Context: an optimization exercise on an open-source flow, tuned for small area, a short achievable clock period and few clock cycles per item. The choices shown serve that exercise and are no tape-out recipe.

==> job 4143 <==
==> flow/design.v (excerpt) <==
module integer_dct_8x8_2d (
  input  logic                                clk,
  input  logic                                rst_n,
  input  logic                                in_valid,
  output logic                                in_stall,
  input  logic [dct2d_pkg::SAMPLE_W-1:0]      in_sample_0,
  input  logic [dct2d_pkg::SAMPLE_W-1:0]      in_sample_1,
  input  logic [dct2d_pkg::SAMPLE_W-1:0]      in_sample_2,
  input  logic [dct2d_pkg::SAMPLE_W-1:0]      in_sample_3,
  input  logic [dct2d_pkg::SAMPLE_W-1:0]      in_sample_4,
  input  logic [dct2d_pkg::SAMPLE_W-1:0]      in_sample_5,
  input  logic [dct2d_pkg::SAMPLE_W-1:0]      in_sample_6,
  input  logic [dct2d_pkg::SAMPLE_W-1:0]      in_sample_7,
  output logic                                out_valid,
  input  logic                                out_stall,
  output logic signed [dct2d_pkg::COEF_W-1:0] out_coef_0,
  output logic signed [dct2d_pkg::COEF_W-1:0] out_coef_1,
  output logic signed [dct2d_pkg::COEF_W-1:0] out_coef_2,
  output logic signed [dct2d_pkg::COEF_W-1:0] out_coef_3,
  output logic signed [dct2d_pkg::COEF_W-1:0] out_coef_4,
  output logic signed [dct2d_pkg::COEF_W-1:0] out_coef_5,
  output logic signed [dct2d_pkg::COEF_W-1:0] out_coef_6,
  output logic signed [dct2d_pkg::COEF_W-1:0] out_coef_7,
  output logic                                out_last_row
);
make LEC_CHECK=0 ABC_CLOCK_PERIOD_IN_PS=3000 CAP_MARGIN=20 CORE_MARGIN=2 CORE_UTILIZATION=50 SETUP_SLACK_MARGIN=4.5 SLEW_MARGIN=20 finish   # period 7.5 ns
run.sh (not shown) runs the stock make flow with config.mk's settings and CLKGATE_MAP_FILE= SYNTH_SCRIPT=/design/flow/synth_recipe.tcl, a recipe that flattens the netlist after the stock synthesis.
==> inputs of job 919, as changes to job 4143 <==
--- a/flow/design.v
+++ b/flow/design.v
@@ -71,53 +71,48 @@
   assign e0 = s0 + s3;
   assign e1 = s1 + s2;
   assign e2 = s0 - s3;
   assign e3 = s1 - s2;
   assign y0 = $signed({2'b0, e0}) + $signed({2'b0, e1});
   assign y4 = $signed({1'b0, e0}) - $signed({1'b0, e1});
+  assign y2 = e2 + (e2 >>> 2) + (e3 >>> 1);
+  assign y6 = (e2 >>> 1) - e3 - (e3 >>> 2);
   assign p0 = ((d3 >>> 2) + d0) + ((d0 >>> 2) - (d0 >>> 4));
   assign p3 = ((d0 >>> 2) - d3) + ((d3 >>> 4) - (d3 >>> 2));
   assign p1 = (d1 + d2) - ((d2 >>> 2) + (d2 >>> 4));
   assign p2 = (d2 - d1) + ((d1 >>> 2) + (d1 >>> 4));
   logic [10:0]        l0;            
+  logic [32:0]        l2;            
   logic [54:0]        l4;            
-  logic [19:0]        er;            
+  logic [76:0]        l6;            
   logic [39:0]        pr;            
   always_ff @(posedge clk) begin
     if (adv) begin
       l0 <= y0[10:0];
+      l2 <= {l2[21:0], y2};
       l4 <= {l4[43:0], y4};
-      er <= {e3, e2};
+      l6 <= {l6[65:0], y6};
       pr <= {p3, p2, p1, p0};
     end
   end
-  logic signed [9:0]  f2, f3;
   logic signed [9:0]  q0, q1, q2, q3;
   logic signed [10:0] y1, y7, k1, k3;
-  assign f2 = er[0 +: 10];
-  assign f3 = er[10 +: 10];
-  assign y2 = f2 + (f2 >>> 2) + (f3 >>> 1);
-  assign y6 = (f2 >>> 1) - f3 - (f3 >>> 2);
   assign q0 = pr[0 +: 10];
   assign q1 = pr[10 +: 10];
   assign q2 = pr[20 +: 10];
   assign q3 = pr[30 +: 10];
   assign y1 = q0 + q1;
   assign k1 = q0 - q1;
   assign y7 = q2 + q3;
   assign k3 = q2 - q3;
   logic [10:0] l1;                   
-  logic [21:0] l2;                   
-  logic [65:0] l6;                   
   logic [76:0] l7;                   
   logic [21:0] kr;
   always_ff @(posedge clk) begin
     if (adv) begin
       l1 <= y1;
-      l2 <= {l2[10:0], y2};
-      l6 <= {l6[54:0], y6};
       l7 <= {l7[65:0], y7};
       kr <= {k3, k1};
     end
   end
   logic signed [10:0] kk1, kk3;
   logic signed [11:0] y3, y5;
@@ -133,17 +128,17 @@
       l5 <= {l5[35:0], y5};
     end
   end
   logic [95:0] skq;
   assign skq[0 +: 12]  = {1'b0, l0};
   assign skq[12 +: 12] = {l1[10], l1};
-  assign skq[24 +: 12] = {l2[21], l2[11 +: 11]};
+  assign skq[24 +: 12] = {l2[32], l2[22 +: 11]};
   assign skq[36 +: 12] = l3[12 +: 12];
   assign skq[48 +: 12] = {l4[54], l4[44 +: 11]};
   assign skq[60 +: 12] = l5[36 +: 12];
-  assign skq[72 +: 12] = {l6[65], l6[55 +: 11]};
+  assign skq[72 +: 12] = {l6[76], l6[66 +: 11]};
   assign skq[84 +: 12] = {l7[76], l7[66 +: 11]};
   logic [2:0]  rs;
   logic [95:0] r0, r1, r2;
   assign rs = ph - 3'd1;
   for (genvar c = 0; c < 8; c++) begin : g_rot
     assign r0[12*c +: 12]  = skq[12*(7 - c) +: 12];
@@ -158,14 +153,13 @@
   input  logic         clk,
   input  logic         adv,
   input  logic [95:0]  rin,     
   output logic [127:0] y        
 );
   typedef logic signed [12:0] w13_t;
-  typedef logic signed [13:0] w14_t;
-  typedef logic signed [14:0] w15_t;
+  typedef logic signed [15:0] w16_t;
   logic [83:0] dl0;
   logic [59:0] dl1;
   logic [35:0] dl2;
   logic [11:0] dl3;
   always_ff @(posedge clk) begin
     if (adv) begin
@@ -181,89 +175,112 @@
   assign x2 = dl2[24 +: 12];
   assign x3 = dl3;
   assign x4 = rin[48 +: 12];
   assign x5 = rin[60 +: 12];
   assign x6 = rin[72 +: 12];
   assign x7 = rin[84 +: 12];
-  w13_t s3n, d3n, s2n, d2n, s1n, d1n;
+  w13_t s3n, d3n, s2n, d2n;
   assign s3n = x3 + x4;
   assign d3n = x3 - x4;
   assign s2n = x2 + x5;
   assign d2n = x2 - x5;
-  assign s1n = x1 + x6;
-  assign d1n = x1 - x6;
-  logic [25:0] sd3a, sd3b, sd3c, sd3d, sd2a, sd2b, sd1;
+  logic [25:0] sd3a, sd3b, sd2;
   always_ff @(posedge clk) begin
     if (adv) begin
       sd3a <= {d3n, s3n};
       sd3b <= sd3a;
-      sd3c <= sd3b;
-      sd3d <= sd3c;
-      sd2a <= {d2n, s2n};
-      sd2b <= sd2a;
-      sd1  <= {d1n, s1n};
+      sd2  <= {d2n, s2n};
     end
   end
-  w13_t s1, d1, s2, d2, s0n, d0n;
-  assign s1  = sd1[0 +: 13];
-  assign d1  = sd1[13 +: 13];
-  assign s2  = sd2b[0 +: 13];
-  assign d2  = sd2b[13 +: 13];
-  assign s0n = x0 + x7;
-  assign d0n = x0 - x7;
-  w14_t e1n, e3n, p1n, p2n;
-  assign e1n = s1 + s2;
-  assign e3n = s1 - s2;
-  assign p1n = (d1 + d2) - ((d2 >>> 2) + (d2 >>> 4));
-  assign p2n = (d2 - d1) + ((d1 >>> 2) + (d1 >>> 4));
-  logic [25:0] sd0;
-  logic [55:0] ep1;
+  w13_t s1n, d1n, s2, d2, s3, d3;
+  assign s1n = x1 + x6;
+  assign d1n = x1 - x6;
+  assign s3  = sd3b[0 +: 13];
+  assign d3  = sd3b[13 +: 13];
+  assign s2  = sd2[0 +: 13];
+  assign d2  = sd2[13 +: 13];
+  w16_t t3, h3, g2;
+  w16_t ua, va, w2a, w6a, p1a, p3a, p5a, p7a;
+  assign t3  = d3 >>> 2;
+  assign h3  = (d3 >>> 4) - d3 - t3;
+  assign g2  = d2 - (d2 >>> 2) - (d2 >>> 4);
+  assign ua  = s3 + s2;
+  assign va  = s3 - s2;
+  assign w2a = -(s3 + (s3 >>> 2) + (s2 >>> 1));
+  assign w6a = s2 + (s2 >>> 2) - (s3 >>> 1);
+  assign p1a = t3 + g2;
+  assign p7a = d2 + h3;
+  assign p3a = t3 + h3 - g2 - d2;
+  assign p5a = t3 - h3 - g2 + d2;
+  logic [12:0] s1r, d1r;
+  logic [15:0] uar, var_, w2ar, w6ar, p1ar, p3ar, p5ar, p7ar;
+  logic [1:0]  s2lo, s3lo1;
   always_ff @(posedge clk) begin
     if (adv) begin
-      sd0 <= {d0n, s0n};
-      ep1 <= {p2n, p1n, e3n, e1n};
+      s1r   <= s1n;
+      d1r   <= d1n;
+      uar   <= ua;
+      var_  <= va;
+      w2ar  <= w2a;
+      w6ar  <= w6a;
+      p1ar  <= p1a;
+      p3ar  <= p3a;
+      p5ar  <= p5a;
+      p7ar  <= p7a;
+      s2lo  <= s2[1:0];
+      s3lo1 <= s3[1:0];
     end
   end
-  w13_t s0, d0, s3, d3;
-  assign s0 = sd0[0 +: 13];
-  assign d0 = sd0[13 +: 13];
-  assign s3 = sd3d[0 +: 13];
-  assign d3 = sd3d[13 +: 13];
-  w14_t e0n, e2n, p0n, p3n;
-  assign e0n = s0 + s3;
-  assign e2n = s0 - s3;
-  assign p0n = ((d3 >>> 2) + d0) + ((d0 >>> 2) - (d0 >>> 4));
-  assign p3n = ((d0 >>> 2) - d3) + ((d3 >>> 4) - (d3 >>> 2));
-  logic [55:0] ep0;
-  logic [55:0] ep1b;
+  w13_t s0n, d0n, s1, d1;
+  assign s0n = x0 + x7;
+  assign d0n = x0 - x7;
+  assign s1  = s1r;
+  assign d1  = d1r;
+  w16_t ub, vb, w2b, w6b, b1, b3, b5, b7, h1;
+  assign ub  = $signed(uar) + s1;
+  assign vb  = $signed(var_) - s1;
+  assign w2b = $signed(w2ar) + (s1 >>> 1) - w16_t'({s1[0] < s2lo[0]});
+  assign w6b = $signed(w6ar) - s1 - (s1 >>> 2) + w16_t'({s1[1:0] < s2lo});
+  assign h1  = (d1 >>> 2) + (d1 >>> 4);
+  assign b1  = $signed(p1ar) + d1;
+  assign b7  = $signed(p7ar) - d1 + h1;
+  assign b3  = $signed(p3ar) - h1;
+  assign b5  = $signed(p5ar) - (d1 <<< 1) + h1;
+  logic [12:0] s0r, d0r;
+  logic [15:0] ubr, vbr, w2br, w6br, b1r, b3r, b5r, b7r;
+  logic [1:0]  s3lo2;
   always_ff @(posedge clk) begin
     if (adv) begin
-      ep0  <= {p3n, p0n, e2n, e0n};
-      ep1b <= ep1;
+      s0r   <= s0n;
+      d0r   <= d0n;
+      ubr   <= ub;
+      vbr   <= vb;
+      w2br  <= w2b;
+      w6br  <= w6b;
+      b1r   <= b1;
+      b3r   <= b3;
+      b5r   <= b5;
+      b7r   <= b7;
+      s3lo2 <= s3lo1;
     end
   end
-  w14_t e0, e1, e2, e3, p0, p1, p2, p3;
-  assign e0 = ep0[0 +: 14];
-  assign e2 = ep0[14 +: 14];
-  assign p0 = ep0[28 +: 14];
-  assign p3 = ep0[42 +: 14];
-  assign e1 = ep1b[0 +: 14];
-  assign e3 = ep1b[14 +: 14];
-  assign p1 = ep1b[28 +: 14];
-  assign p2 = ep1b[42 +: 14];
-  w15_t o0, o1, o2, o3, o4, o5, o6, o7;
-  assign o0 = e0 + e1;
-  assign o4 = e0 - e1;
-  assign o2 = e2 + (e2 >>> 2) + (e3 >>> 1);
-  assign o6 = (e2 >>> 1) - e3 - (e3 >>> 2);
-  assign o1 = p0 + p1;
-  assign o7 = p2 + p3;
-  assign o3 = (p0 - p1) - (p2 - p3);
-  assign o5 = (p0 - p1) + (p2 - p3);
-  assign y = {o7[14], o7, o6[14], o6, o5[14], o5, o4[14], o4,
-              o3[14], o3, o2[14], o2, o1[14], o1, o0[14], o0};
+  w13_t s0, d0;
+  assign s0 = s0r;
+  assign d0 = d0r;
+  w16_t g0, q0, o0, o1, o2, o3, o4, o5, o6, o7;
+  assign q0 = d0 >>> 2;
+  assign g0 = d0 + q0 - (d0 >>> 4);
+  assign o0 = s0 + $signed(ubr);
+  assign o4 = s0 + $signed(vbr);
+  assign o2 = s0 + (s0 >>> 2) + $signed(w2br) - w16_t'({s0[1:0] < s3lo2});
+  assign o6 = (s0 >>> 1) + $signed(w6br) - w16_t'({s0[0] < s3lo2[0]});
+  assign o1 = g0 + $signed(b1r);
+  assign o3 = g0 + q0 + $signed(b3r);
+  assign o5 = g0 - q0 + $signed(b5r);
+  assign o7 = q0 + $signed(b7r);
+  assign y = {o7, o6, o5, o4, o3, o2, o1, o0};
 endmodule
 `default_nettype wire
 `default_nettype none
 module integer_dct_8x8_2d (
   input  logic                                clk,
   input  logic                                rst_n,
@@ -296,13 +313,13 @@
   logic       rd_on;     
   logic       s_v;       
   logic       adv;
   logic       free;
   logic       we;
   logic       rd_now;
-  logic [10:0] vl;       
+  logic [9:0] vl;        
   assign adv = ~s_v;
   always_comb begin
     if (rd_on) begin
       free = (wr < ph) || (wr == ph && adv);
     end else if (pend) begin
       free = (wr == 3'd0) && (ph == 3'd0) && adv;
@@ -321,13 +338,13 @@
       pend  <= 1'b0;
       rd_on <= 1'b0;
       vl    <= '0;
     end else begin
       if (adv) begin
         ph <= ph + 3'd1;
-        vl <= {vl[9:0], rd_now};
+        vl <= {vl[8:0], rd_now};
       end
       if (we) begin
         wr <= wr + 3'd1;
         if (wr == 3'd7) begin
           wpar <= ~wpar;
         end
@@ -384,14 +401,14 @@
   );
   logic         rv;        
   logic         rlast;
   logic [128:0] skid;
   logic         take;      
   logic         fire;
-  assign rv    = adv & vl[10];
-  assign rlast = (ph == 3'd2);
+  assign rv    = adv & vl[9];
+  assign rlast = (ph == 3'd1);
   assign fire  = out_valid & ~out_stall;
   assign take  = (~out_valid | fire) & (s_v | rv);
   always_ff @(posedge clk) begin
     if (!rst_n) begin
       out_valid <= 1'b0;
       s_v       <= 1'b0;
- ABC_CLOCK_PERIOD_IN_PS: 3000 -> not set
- SETUP_SLACK_MARGIN: 4.5 -> 0.3
==> comparison table <==
Synth Cell Area: job 919 0.107 mm²; job 4143 0.0991 mm²
Count of flip-flops with a built-in enable after synthesis: job 919 1801; job 4143 1766
Routed met3 length: job 919 10900 µm; job 4143 14200 µm
Fill cell instance count of the final layout: job 919 17677; job 4143 14223
Number of buffers created by CTS: job 919 195; job 4143 190
Vias post-DR: job 919 64865; job 4143 63461
Grt met3 use: job 919 2.81%; job 4143 3.64%
Total global-route track usage: job 919 22.8%; job 4143 24.9%
Number of antenna violations at the first check in global routing: job 919 6; job 4143 4
Placed cell areas: job 919 0.113 mm²; job 4143 0.104 mm²
Mux contribution to synthesized area: job 919 9.57%; job 4143 11.7%
DR WL/cell: job 919 21.1 µm; job 4143 23.4 µm
Worst Hold End: job 919 u_cq.l7[13]; job 4143 u_rp.dl2[22]
Met1 usage: job 919 30.4%; job 4143 31.4%
Run status: job 919 finished clean; job 4143 finished clean
Max_slew headroom: job 919 17.5%; job 4143 27.8%
No run of this note included a check of the RTL's function; only the layout flow was run.

## afterwards: timing with drivers on the ports
The flow's constraints put no driver on any port. The routed layouts listed below were extracted and timed again, unchanged, in two steps. Step 1 sets driving cells, clkbuf_16 on the clock port and buf_2 on the other inputs (assumed; they add their load-dependent delay and slew). Step 2, shift: input delay + t, output delay - t, t = (earliest + latest rising clock arrival at the registers) / 2. This alone moves slack from input paths to output paths. Slacks: no drivers / after step 1 / after step 2; pairs: no drivers / after step 1.
run	t (ns)	setup slack, ns	worst register clock-pin slew, ns
job 4143	0.905	3.101 / 3.101 / 3.101	0.07 / 0.07
job 919	0.902	1.319 / 1.319 / 1.319	0.07 / 0.07
After both steps every run listed still meets setup and hold.
